This design comes from an exercise in tuning for small area and few clock cycles on the open sky130 flow, not from production work.
In this exercise RTL edits were held to simulation tests only and were not proved equivalent to the original.
Power and IR drop assume default switching activity.

==> v6: inputs <==
// rv_core
module rv_core (
	input logic clk,
	input logic mif,
	output logic [31:0] o_imem_addr,
	input logic [31:0] i_imem_data,
	output logic [31:0] o_dmem_addr,
	output logic [31:0] o_dmem_wdata,
	output logic [3:0] o_dmem_be,
	output logic o_dmem_we,
	input logic [31:0] i_dmem_rdata,
	output logic o_retire_valid,
	output logic [31:0] o_retire_pc,
	output logic o_retire_we,
	output logic [4:0] o_retire_rd,
	output logic [31:0] o_retire_data
);
==> flow/config.mk <==
export PLATFORM = sky130hd
export DESIGN_NAME = rv_core
export DESIGN_NICKNAME = rv_core
export VERILOG_FILES = /design/flow/design.v
export SDC_FILE = /design/flow/constraint.sdc
export NUM_CORES = 4
export LEC_CHECK = 0
export CAP_MARGIN = 10
export CORE_MARGIN = 2
export CORE_UTILIZATION = 55
export CTS_BUF_LIST = sky130_fd_sc_hd__clkbuf_16
export CTS_CLUSTER_DIAMETER = 90
export CTS_CLUSTER_SIZE = 25
export PLACE_DENSITY = 0.7
export SETUP_SLACK_MARGIN = 0.4
export SLEW_MARGIN = 10
export SYNTH_HIERARCHICAL = 1
export SYNTH_MINIMUM_KEEP_SIZE = 0
==> flow/constraint.sdc <==
create_clock -name core_clock -period 12.0 [get_ports {clk}]
set_input_delay 2.4000 -clock core_clock [delete_from_list [all_inputs] [get_ports {clk}]]
set_output_delay 2.4000 -clock core_clock [all_outputs]
set_load 0.01 [all_outputs]
standard.sh (not shown) runs the stock make flow with config.mk's settings and CLKGATE_MAP_FILE= SYNTH_SCRIPT=/design/flow/synth_recipe.tcl, a recipe that flattens the netlist after the stock synthesis.
==> flow/flow/run.sh <==
#!/bin/bash
# The standard layout (standard.sh), with plain buf_1 cells as the port buffers instead of the
# delay cells buffer_ports picks by default. make's output goes to standard.log; ORFS keeps each
# step's own log under orfs/logs.
set -e
export BUFFER_PORTS_ARGS="-buffer_cell sky130_fd_sc_hd__buf_1"
bash standard.sh > standard.log 2>&1
==> v11 (differences from v6) <==
--- a/flow/design.v
+++ b/flow/design.v
@@ -314,26 +314,24 @@
 	for (genvar k = 0; k < 10; k++) begin : g_aoi
 		rf_aoi222 u_aoi (
 			.s0 (sel[3*k + 1]), .d0 (d[3*k + 1]),
 			.s1 (sel[3*k + 2]), .d1 (d[3*k + 2]),
 			.s2 (sel[3*k + 3]), .d2 (d[3*k + 3]),
 			.y_n (p_n[k])
 		);
 	end
-	rf_nand2 u_last (.a(sel[31]), .b(d[31]), .y(p_n[10]));
-	rf_nand4 u_g0 (.a(p_n[0]), .b(p_n[1]), .c(p_n[2]), .d(p_n[3]), .y(g[0]));
-	rf_nand4 u_g1 (.a(p_n[4]), .b(p_n[5]), .c(p_n[6]), .d(p_n[7]), .y(g[1]));
 	if (HAS_X) begin : g_x
-		logic x_n;
-		rf_nand2 u_x (.a(x_sel), .b(x_d), .y(x_n));
-		rf_nand4 u_g2 (.a(p_n[8]), .b(p_n[9]), .c(p_n[10]), .d(x_n), .y(g[2]));
+		rf_aoi22 u_last (.s0(sel[31]), .d0(d[31]), .s1(x_sel), .d1(x_d), .y_n(p_n[10]));
 	end else begin : g_nx
-		rf_nand3 u_g2 (.a(p_n[8]), .b(p_n[9]), .c(p_n[10]), .y(g[2]));
+		rf_nand2 u_last (.a(sel[31]), .b(d[31]), .y(p_n[10]));
 	end
+	rf_nand4 u_g0 (.a(p_n[0]), .b(p_n[1]), .c(p_n[2]), .d(p_n[3]), .y(g[0]));
+	rf_nand4 u_g1 (.a(p_n[4]), .b(p_n[5]), .c(p_n[6]), .d(p_n[7]), .y(g[1]));
+	rf_nand3 u_g2 (.a(p_n[8]), .b(p_n[9]), .c(p_n[10]), .y(g[2]));
 	rf_or3 u_or (.a(g[0]), .b(g[1]), .c(g[2]), .y(y));
 endmodule
 module rf_dec (
 	input logic [4:0] idx,
 	input logic en,
 	input logic [31:1] valid,
 	output logic [31:1] sel
 );
@@ -393,62 +391,16 @@
 	rf_aoi222 u_p1 (.s0(s_x), .d0(d_x), .s1(s_a), .d1(d_a), .s2(s_link), .d2(d_link), .y_n(p1_n));
 	if (HAS_LT) begin : g_lt
 		rf_aoi22 u_p2 (.s0(s_ld), .d0(d_ld), .s1(s_lt), .d1(d_lt), .y_n(p2_n));
 	end else begin : g_nlt
 		rf_nand2 u_p2 (.a(s_ld), .b(d_ld), .y(p2_n));
 	end
 	rf_nand3 u_or (.a(p0_n), .b(p1_n), .c(p2_n), .y(y));
 endmodule
-module pc_bit3 (
-	input logic s0,
-	input logic d0,
-	input logic s1,
-	input logic d1,
-	input logic s2,
-	input logic d2,
-	output logic y
-);
-	assign y = (s0 & d0) | (s1 & d1) | (s2 & d2);
-endmodule
-module pc_bit4 (
-	input logic s0,
-	input logic d0,
-	input logic s1,
-	input logic d1,
-	input logic s2,
-	input logic d2,
-	input logic s3,
-	input logic d3,
-	output logic y
-);
-	logic p_n;
-	logic q_n;
-	rf_aoi222 u_p (.s0(s0), .d0(d0), .s1(s1), .d1(d1), .s2(s2), .d2(d2), .y_n(p_n));
-	rf_nand2 u_q (.a(s3), .b(d3), .y(q_n));
-	rf_nand2 u_y (.a(p_n), .b(q_n), .y(y));
-endmodule
-module ld_ao221 (
-	input logic a1,
-	input logic a2,
-	input logic b1,
-	input logic b2,
-	input logic c1,
-	output logic y
-);
-	assign y = (a1 & a2) | (b1 & b2) | c1;
-endmodule
-module ld_ao21 (
-	input logic a1,
-	input logic a2,
-	input logic b1,
-	output logic y
-);
-	assign y = (a1 & a2) | b1;
-endmodule
 `timescale 1ns/1ns
 module rv_core (
 	input logic clk,
 	input logic mif,
 	output logic [31:0] o_imem_addr,
 	input logic [31:0] i_imem_data,
 	output logic [31:0] o_dmem_addr,
 	output logic [31:0] o_dmem_wdata,
@@ -497,18 +449,18 @@
 	logic [31:1] sel1;
 	logic [31:1] sel2;
 	logic [31:0] rs1_val;
 	logic [31:0] rs2_val;
 	logic [31:0] pc_full;
 	logic jal_like;
 	logic rd_pc;
 	assign jal_like = op[6] && op[3] && op[2];
-	assign rd_pc = op[2] && (op[3] || (op[4] && !op[5]));
-	rf_dec u_dec1 (.idx(ins[19:15]), .en(!(op[2] && (op[3] || op[4]))), .valid(valid), .sel(sel1));
+	assign rd_pc = op[2] && ((op[4] && !op[6] && !op[5]) || jal_like);
+	rf_dec u_dec1 (.idx(ins[19:15]), .en(!c_upper && !jal_like), .valid(valid), .sel(sel1));
 	rf_dec u_dec2 (.idx(ins[24:20]), .en(1'b1), .valid(valid), .sel(sel2));
 	for (genvar b = 0; b < 32; b++) begin : g_rd
 		logic [31:1] col;
 		for (genvar i = 1; i < 32; i++) begin : g_col
 			assign col[i] = regs[i][b];
 		end
 		rf_read_bit #(.HAS_X(1'b1)) u_rd1 (.sel(sel1), .d(col), .x_sel(rd_pc), .x_d(pc_full[b]),
 			.y(rs1_val[b]));
@@ -575,32 +527,24 @@
 		if (bt_cy && !imm_b[31])
 			bt_hi = hi_inc;
 		else if (!bt_cy && imm_b[31])
 			bt_hi = hi_dec;
 		else
 			bt_hi = pc_q[31:13];
 	end
 	assign pc_inc = {seq_hi, lo_inc};
-	logic s_j;
-	logic s_seq;
-	logic h_inc, h_dec, h_pc;
-	assign s_j = is_jalr || is_jal;
-	assign s_seq = !taken && !s_j;
-	assign h_inc = (taken && bt_cy && !imm_b[31]) || (s_seq && lo_cy);
-	assign h_dec = taken && !bt_cy && imm_b[31];
-	assign h_pc = (taken && bt_cy == imm_b[31]) || (s_seq && !lo_cy);
 	logic [31:2] next_pc;
-	for (genvar b = 2; b < 13; b++) begin : g_npc_lo
-		pc_bit3 u_nb (.s0(s_j), .d0(sum[b]), .s1(taken), .d1(bt_lo[b]), .s2(s_seq), .d2(lo_inc[b]),
-			.y(next_pc[b]));
-	end
-	for (genvar b = 13; b < 32; b++) begin : g_npc_hi
-		pc_bit4 u_nb (.s0(s_j), .d0(sum[b]), .s1(h_inc), .d1(hi_inc[b]), .s2(h_dec), .d2(hi_dec[b]),
-			.s3(h_pc), .d3(pc_q[b]), .y(next_pc[b]));
+	always_comb begin
+		if (is_jalr || is_jal)
+			next_pc = sum[31:2];
+		else if (taken)
+			next_pc = {bt_hi, bt_lo};
+		else
+			next_pc = pc_inc;
 	end
 	always_ff @(posedge clk or negedge mif) begin
 		if (!mif)
 			pc_q <= 30'h2000_0000;
 		else
 			pc_q <= next_pc;
 	end
 	always_comb begin
@@ -617,49 +561,33 @@
 			o_dmem_wdata = {4{rs2_val[7:0]}};
 			o_dmem_be = 4'b0001 << sum[1:0];
 		end else if (f3[1:0] == 2'b01) begin
 			o_dmem_wdata = {2{rs2_val[15:0]}};
 			o_dmem_be = sum[1] ? 4'b1100 : 4'b0011;
 		end
 	end
 	assign o_dmem_we = is_store && mif;
-	logic ld_w, ld_h, ld_b, ld_sgn;
-	logic [3:0] ad;
-	logic k0, k1, k2, k3, m0, m2, sgn_bit, sgn_b, sgn_hi;
+	logic [7:0] lane_b;
+	logic [15:0] lane_h;
 	logic [31:0] load_val;
-	assign ld_w = f3[1];
-	assign ld_h = !f3[1] && f3[0];
-	assign ld_b = !f3[1] && !f3[0];
-	assign ld_sgn = !f3[2];
 	always_comb begin
-		for (int a = 0; a < 4; a++)
-			ad[a] = sum[1:0] == 2'(a);
-	end
-	assign k0 = ld_w || (ld_h && !sum[1]) || (ld_b && ad[0]);
-	assign k1 = ld_b && ad[1];
-	assign k2 = (ld_h && sum[1]) || (ld_b && ad[2]);
-	assign k3 = ld_b && ad[3];
-	assign m0 = ld_w || (ld_h && !sum[1]);
-	assign m2 = ld_h && sum[1];
-	pc_bit4 u_sgn (.s0(ld_b && ad[0]), .d0(i_dmem_rdata[7]), .s1(k1 || (ld_h && !sum[1])),
-		.d1(i_dmem_rdata[15]), .s2(ld_b && ad[2]), .d2(i_dmem_rdata[23]), .s3(k3 || m2),
-		.d3(i_dmem_rdata[31]), .y(sgn_bit));
-	assign sgn_b = ld_b && ld_sgn && sgn_bit;
-	assign sgn_hi = !ld_w && ld_sgn && sgn_bit;
-	for (genvar b = 0; b < 8; b++) begin : g_ld_lo
-		pc_bit4 u_ld (.s0(k0), .d0(i_dmem_rdata[b]), .s1(k1), .d1(i_dmem_rdata[b + 8]), .s2(k2),
-			.d2(i_dmem_rdata[b + 16]), .s3(k3), .d3(i_dmem_rdata[b + 24]), .y(load_val[b]));
-	end
-	for (genvar b = 8; b < 16; b++) begin : g_ld_mid
-		ld_ao221 u_ld (.a1(m0), .a2(i_dmem_rdata[b]), .b1(m2), .b2(i_dmem_rdata[b + 16]), .c1(sgn_b),
-			.y(load_val[b]));
-	end
-	for (genvar b = 16; b < 32; b++) begin : g_ld_hi
-		ld_ao21 u_ld (.a1(ld_w), .a2(i_dmem_rdata[b]), .b1(sgn_hi), .y(load_val[b]));
+		case (sum[1:0])
+			2'd0: lane_b = i_dmem_rdata[7:0];
+			2'd1: lane_b = i_dmem_rdata[15:8];
+			2'd2: lane_b = i_dmem_rdata[23:16];
+			default: lane_b = i_dmem_rdata[31:24];
+		endcase
+		lane_h = sum[1] ? i_dmem_rdata[31:16] : i_dmem_rdata[15:0];
+		if (f3[1])
+			load_val = i_dmem_rdata;
+		else if (f3[0])
+			load_val = {{16{lane_h[15] && !f3[2]}}, lane_h};
+		else
+			load_val = {{24{lane_b[7] && !f3[2]}}, lane_b};
 	end
 	logic s_sum, s_shr, s_shl, s_x, s_a, s_lt;
 	assign s_sum = c_upper || (c_alu && f3 == 3'b000);
 	assign s_shr = c_alu && f3 == 3'b101;
 	assign s_shl = c_alu && f3 == 3'b001;
 	assign s_x = c_alu && f3[2] && !f3[0];  
 	assign s_a = c_alu && f3[2] && f3[1];  
 	assign s_lt = c_alu && f3[2:1] == 2'b01;
==> flow/flow/run.sh (replaced) <==
#!/bin/bash
# The standard layout (standard.sh), with plain buf_2 cells as the port buffers instead of the
# delay cells buffer_ports picks by default. make's output goes to standard.log; ORFS keeps each
# step's own log under orfs/logs.
set -e
export BUFFER_PORTS_ARGS="-buffer_cell sky130_fd_sc_hd__buf_2"
bash standard.sh > standard.log 2>&1
==> flow/config.mk (replaced) <==
export PLATFORM = sky130hd
export DESIGN_NAME = rv_core
export DESIGN_NICKNAME = rv_core
export VERILOG_FILES = /design/flow/design.v
export SDC_FILE = /design/flow/constraint.sdc
export NUM_CORES = 4
export LEC_CHECK = 0
export CAP_MARGIN = 20
export CORE_MARGIN = 2
export CORE_UTILIZATION = 50
export CTS_BUF_LIST = sky130_fd_sc_hd__clkbuf_16
export CTS_CLUSTER_DIAMETER = 90
export CTS_CLUSTER_SIZE = 25
export PLACE_DENSITY = 0.65
export SETUP_SLACK_MARGIN = 0.1
export SLEW_MARGIN = 20
export SYNTH_HIERARCHICAL = 1
export SYNTH_MINIMUM_KEEP_SIZE = 0
==> summary.txt <==
Of v6 and v11, v6 has the higher setup slack (gap 0.45 ns). In v6 the sequential power is smaller than in v11, by about 2%. v11 reached the layout checks and failed them: setup timing. v6 finished with timing, DRC and antenna clean. Against v6, the global-route usage of v11 is lower by 4.0 points. In v6 the hold slack is lower than in v11, by 0.0080 ns.
==> figures <==
quantity	v6	v11
Worst slack at placement	0.213 ns	0.545 ns
Combinational-cell power consumption	1400 uW	1460 uW
Slew at the pin closest to its max-slew limit	1.34 ns	1.26 ns
Critical Path AT	9.18 ns	9.63 ns
Initial core utilization	55.7%	50.3%
Total negative slack for setup checks	0 ns	-0.0269 ns
Core area	0.0872 sq mm	0.0983 sq mm
Outcome	finished clean	complete, but fails checks
Layout check failures	-	setup timing
Buffer and inverter count on the worst path	3	5
Placed cell count	5898	6126
Testbench counts of v6, summed over its fixed seeds: cycles 16,570.
Testbench counts of v11, summed over its fixed seeds: cycles 16,570.

==> 05-16 <==
Another version of the RTL of rv_core (not shown whole).
Design rv_core, start of the top module:
module rv_core (
	input logic clk,
	input logic mif,
	output logic [31:0] o_imem_addr,
	input logic [31:0] i_imem_data,
	output logic [31:0] o_dmem_addr,
	output logic [31:0] o_dmem_wdata,
	output logic [3:0] o_dmem_be,
	output logic o_dmem_we,
	input logic [31:0] i_dmem_rdata,
	output logic o_retire_valid,
	output logic [31:0] o_retire_pc,
	output logic o_retire_we,
	output logic [4:0] o_retire_rd,
	output logic [31:0] o_retire_data
);
clock: 12.0 ns
lec_check: 0
cap_margin: 20
core_margin: 2
core_utilization: 50
cts_buf_list: sky130_fd_sc_hd__clkbuf_16
cts_cluster_diameter: 100
cts_cluster_size: 30
place_density: 0.65
setup_slack_margin: 0.2
slew_margin: 20
synth_hierarchical: 1
synth_minimum_keep_size: 0
==> flow/flow/run.sh <==
#!/bin/bash
# The standard layout (standard.sh), with plain buf_2 cells as the port buffers instead of the
# delay cells buffer_ports picks by default. make's output goes to standard.log; ORFS keeps each
# step's own log under orfs/logs.
set -e
export BUFFER_PORTS_ARGS="-buffer_cell sky130_fd_sc_hd__buf_2"
bash standard.sh > standard.log 2>&1
==> 08-02 (differences from 05-16) <==
--- a/flow/design.v
+++ b/flow/design.v
@@ -97,15 +97,17 @@
 module ar_add_bk #(
 	parameter int N = 32,
 	parameter int L = 5  
 ) (
 	input logic [N-1:0] a,
 	input logic [N-1:0] b,
 	input logic ci,
-	output logic [N-1:0] s
+	output logic [N-1:0] s,
+	output logic [N-1:0] p,  
+	output logic [N-1:0] g  
 );
 	logic [N-1:0] p0;
 	logic [N-1:0] gp [0:2*L-1];
 	logic [N-1:0] pp [0:2*L-1];
 	always_comb begin
 		p0 = a ^ b;
 		gp[0] = a & b;
@@ -129,27 +131,73 @@
 					gp[2*L-1-l][i] = gp[2*L-2-l][i] | (pp[2*L-2-l][i] & gp[2*L-2-l][i - (1 << l)]);
 					pp[2*L-1-l][i] = pp[2*L-2-l][i] & pp[2*L-2-l][i - (1 << l)];
 				end
 			end
 		end
 		s = p0 ^ {gp[2*L-1][N-2:0], ci};
 	end
+	assign p = p0;
+	assign g = a & b;
 endmodule
 module ar_inc #(
 	parameter int N = 30
 ) (
 	input logic [N-1:0] a,
 	output logic [N-1:0] s
 );
 	logic [N:0] c;
 	assign c[0] = 1'b1;
 	for (genvar i = 0; i < N; i++) begin : g_ha
 		ar_ha u_ha (.a(a[i]), .b(c[i]), .s(s[i]), .c(c[i+1]));
 	end
 endmodule
+module ar_dec #(
+	parameter int N = 19
+) (
+	input logic [N-1:0] a,
+	output logic [N-1:0] s
+);
+	logic [N:0] bw;
+	always_comb begin
+		bw[0] = 1'b1;
+		for (int i = 0; i < N; i++) begin
+			s[i] = a[i] ^ bw[i];
+			bw[i+1] = !a[i] && bw[i];
+		end
+	end
+endmodule
+module ar_add_rip #(
+	parameter int N = 11
+) (
+	input logic [N-1:0] a,
+	input logic [N-1:0] b,
+	output logic [N-1:0] s,
+	output logic co
+);
+	logic [N:0] c;
+	assign c[0] = 1'b0;
+	for (genvar i = 0; i < N; i++) begin : g_fa
+		ar_fa u_fa (.a(a[i]), .b(b[i]), .ci(c[i]), .s(s[i]), .co(c[i+1]));
+	end
+	assign co = c[N];
+endmodule
+module ar_inc_co #(
+	parameter int N = 11
+) (
+	input logic [N-1:0] a,
+	output logic [N-1:0] s,
+	output logic co
+);
+	logic [N:0] c;
+	assign c[0] = 1'b1;
+	for (genvar i = 0; i < N; i++) begin : g_ha
+		ar_ha u_ha (.a(a[i]), .b(c[i]), .s(s[i]), .c(c[i+1]));
+	end
+	assign co = c[N];
+endmodule
 module ar_add_csel #(
 	parameter int N = 30,
 	parameter int LO = 16
 ) (
 	input logic [N-1:0] a,
 	input logic [N-1:0] b,
 	output logic [N-1:0] s
@@ -399,22 +447,26 @@
 	logic [31:0] regs [1:31];
 	logic [31:1] valid;
 	logic [31:1] sel1;
 	logic [31:1] sel2;
 	logic [31:0] rs1_val;
 	logic [31:0] rs2_val;
 	logic [31:0] pc_full;
-	rf_dec u_dec1 (.idx(ins[19:15]), .en(!c_upper), .valid(valid), .sel(sel1));
+	logic jal_like;
+	logic rd_pc;
+	assign jal_like = op[6] && op[3] && op[2];
+	assign rd_pc = op[2] && (op[3] || (op[4] && !op[5]));
+	rf_dec u_dec1 (.idx(ins[19:15]), .en(!(op[2] && (op[3] || op[4]))), .valid(valid), .sel(sel1));
 	rf_dec u_dec2 (.idx(ins[24:20]), .en(1'b1), .valid(valid), .sel(sel2));
 	for (genvar b = 0; b < 32; b++) begin : g_rd
 		logic [31:1] col;
 		for (genvar i = 1; i < 32; i++) begin : g_col
 			assign col[i] = regs[i][b];
 		end
-		rf_read_bit #(.HAS_X(1'b1)) u_rd1 (.sel(sel1), .d(col), .x_sel(is_auipc), .x_d(pc_full[b]),
+		rf_read_bit #(.HAS_X(1'b1)) u_rd1 (.sel(sel1), .d(col), .x_sel(rd_pc), .x_d(pc_full[b]),
 			.y(rs1_val[b]));
 		rf_read_bit u_rd2 (.sel(sel2), .d(col), .x_sel(1'b0), .x_d(1'b0), .y(rs2_val[b]));
 	end
 	logic [31:0] imm_i, imm_s, imm_b, imm_u, imm_j;
 	assign imm_i = {{20{ins[31]}}, ins[31:20]};
 	assign imm_s = {{20{ins[31]}}, ins[31:25], ins[11:7]};
 	assign imm_b = {{20{ins[31]}}, ins[7], ins[30:25], ins[11:8], 1'b0};
@@ -424,55 +476,72 @@
 	always_comb begin
 		if (op[5] && !op[2] && (op[4] || op[6]))
 			opb = rs2_val;  
 		else if (op[6:4] == 3'b010)
 			opb = imm_s;  
 		else if (op[2] && op[4])
 			opb = imm_u;  
+		else if (jal_like)
+			opb = imm_j;  
 		else
 			opb = imm_i;
 	end
 	logic sub;
 	assign sub = is_br || (op[4] && !op[2] && f3[2:1] == 2'b01) || (op[5:4] == 2'b11 && !op[2] &&
 		f3 == 3'b000 && ins[30]);
 	logic [31:0] sum;
-	ar_add_bk #(.N(32), .L(5)) u_add (.a(rs1_val), .b(opb ^ {32{sub}}), .ci(sub), .s(sum));
+	logic [31:0] xo;
+	logic [31:0] an;
+	ar_add_bk #(.N(32), .L(5)) u_add (.a(rs1_val), .b(opb ^ {32{sub}}), .ci(sub), .s(sum), .p(xo),
+		.g(an));
 	logic lt;
 	logic uns;
 	assign uns = is_br ? f3[1] : f3[0];
 	assign lt = (rs1_val[31] == opb[31]) ? sum[31] : (uns ? opb[31] : rs1_val[31]);
-	logic [31:0] xo;
-	logic [31:0] an;
-	for (genvar b = 0; b < 32; b++) begin : g_log
-		ar_ha u_ha (.a(rs1_val[b]), .b(opb[b]), .s(xo[b]), .c(an[b]));
-	end
 	logic taken;
-	assign taken = is_br && ((f3[2] ? lt : (xo == 32'd0)) ^ f3[0]);
+	assign taken = is_br && ((f3[2] ? lt : (&xo)) ^ f3[0]);
 	logic sh_left;
 	logic [31:0] sh_out;
 	logic [31:0] sh_rev;
 	assign sh_left = !f3[2];
 	ar_shift u_shift (.a(rs1_val), .left(sh_left), .fill(ins[30] && !sh_left && rs1_val[31]),
 		.sh(opb[4:0]), .y(sh_out));
 	for (genvar b = 0; b < 32; b++) begin : g_rev
 		assign sh_rev[b] = sh_out[31 - b];
 	end
 	logic [31:2] pc_q;
+	logic [12:2] lo_inc;
+	logic lo_cy;
+	logic [31:13] hi_inc;
+	logic [31:13] hi_dec;
+	logic [12:2] bt_lo;
+	logic bt_cy;
+	logic [31:13] seq_hi;
+	logic [31:13] bt_hi;
 	logic [31:2] pc_inc;
-	logic [31:0] imm_t;
-	logic [31:2] target;
-	ar_inc #(.N(30)) u_inc (.a(pc_q), .s(pc_inc));
-	assign imm_t = op[3] ? imm_j : imm_b;
-	ar_add_csel #(.N(30), .LO(16)) u_target (.a(pc_q), .b(imm_t[31:2]), .s(target));
+	ar_inc_co #(.N(11)) u_lo_inc (.a(pc_q[12:2]), .s(lo_inc), .co(lo_cy));
+	ar_inc #(.N(19)) u_hi_inc (.a(pc_q[31:13]), .s(hi_inc));
+	ar_dec #(.N(19)) u_hi_dec (.a(pc_q[31:13]), .s(hi_dec));
+	ar_add_rip #(.N(11)) u_bt_lo (.a(pc_q[12:2]), .b(imm_b[12:2]), .s(bt_lo), .co(bt_cy));
+	assign seq_hi = lo_cy ? hi_inc : pc_q[31:13];
+	always_comb begin
+		if (bt_cy && !imm_b[31])
+			bt_hi = hi_inc;
+		else if (!bt_cy && imm_b[31])
+			bt_hi = hi_dec;
+		else
+			bt_hi = pc_q[31:13];
+	end
+	assign pc_inc = {seq_hi, lo_inc};
 	logic [31:2] next_pc;
 	always_comb begin
-		if (is_jalr)
+		if (is_jalr || is_jal)
 			next_pc = sum[31:2];
-		else if (is_jal || taken)
-			next_pc = target;
+		else if (taken)
+			next_pc = {bt_hi, bt_lo};
 		else
 			next_pc = pc_inc;
 	end
 	always_ff @(posedge clk or negedge mif) begin
 		if (!mif)
 			pc_q <= 30'h2000_0000;
 		else
CTS_CLUSTER_DIAMETER = 90   (was 100)
CTS_CLUSTER_SIZE = 25   (was 30)
==> impl_metrics.py <==
metrics = {
    "finish": {
        "multi_input_area_um2": 29000,
        "final.fill_count": 8745,
        "non_clock_inverter_count": 37,
        "clk_share_pct": 2.44,
        "diodes": 17,
    },
    "global_route": {
        "grt_max_degree": 49,
    },
    "pwr": {
        "power_frac_clock_pct": 25.5,
        "powerComb_mw": 2.02,
        "pwr_density_cell_nw_per_um2": 137,
    },
    "status": {
        "status": "timing/DRC/antenna clean",
    },
    "route": {
        "routedWlPerCell_um": 42.1,
        "wirelength_mm": 269,
        "viasPerCell": 8.35,
    },
    "worst_setup_path": {
        "cp_cell_sequence": "buf_2 -> and2_1 -> nand2b_1 -> buf_4 -> and4bb_2 -> and3_1 -> a222oi_1 -> nand4_1 -> or3_1 -> ha_1 -> a21o_1 -> a21o_1 -> a21oi_1 -> o221ai_1 -> o21ai_1 -> inv_1 -> fa_1 -> xor2_1 -> a222oi_1 -> nand3_2 -> buf_2",
    },
}
(the above is from 05-16)
==> impl_metrics.py <==
metrics = {
    "status": {
        "status": "timing/DRC/antenna clean",
    },
    "route": {
        "wirelength_mm": 258,
        "viasPerCell": 8.32,
    },
    "finish": {
        "clk_share_pct": 2.68,
        "multi_input_area_um2": 27700,
        "final.fill_count": 8669,
        "diodes": 19,
        "non_clock_inverter_count": 84,
    },
    "pwr": {
        "pwr_density_cell_nw_per_um2": 135,
        "powerComb_mw": 1.65,
        "power_frac_clock_pct": 27.6,
    },
    "global_route": {
        "grt_max_degree": 65,
    },
}
(the above is from 08-02)
Testbench counts of 05-16, summed over its fixed seeds: cycles 16,570.
Testbench counts of 08-02, summed over its fixed seeds: cycles 16,570.

[what the ideal ports hide]
The flow's constraints put no driver on any port. The routed layouts listed below were extracted and timed again, unchanged, in two steps.
Step 1 (the two cells are an assumption about what drives the block):
set clk [get_ports {clk}]
set_driving_cell -lib_cell sky130_fd_sc_hd__clkbuf_16 $clk
set_driving_cell -lib_cell sky130_fd_sc_hd__buf_2 [delete_from_list [all_inputs] $clk]
Step 2 adds t to the input delays and takes it off the output delays; t is the mean of the earliest and latest rising clock arrival at the registers after step 1. Input paths then give back, and output paths get back, about the clock's delay inside the block.
Slacks: ideal ports / drivers / drivers and shift; pairs: ideal ports / drivers.
| run | t (ns) | setup WS [ns] | hold WS [ns] | worst data-port slew with drivers (ns) | pins driven straight from the clock port |
|---|---|---|---|---|---|
| v6 | 0.768 | 0.418 / 0.388 / 0.388 | 0.499 / 0.499 / 0.499 | 0.13 | 1 |
| v11 | 0.780 | -0.027 / -0.047 / -0.047 | 0.507 / 0.507 / 0.507 | 0.10 | 1 |
| 05-16 | 0.804 | 0.539 / 0.517 / 0.517 | 0.492 / 0.492 / 0.492 | 0.06 | 1 |
| 08-02 | 0.794 | 0.401 / 0.300 / 0.300 | 0.503 / 0.503 / 0.503 | 0.16 | 1 |
The setup slack of 08-02, which loses most, moves by -0.101 ns with the drivers and by -0.101 ns with both steps.
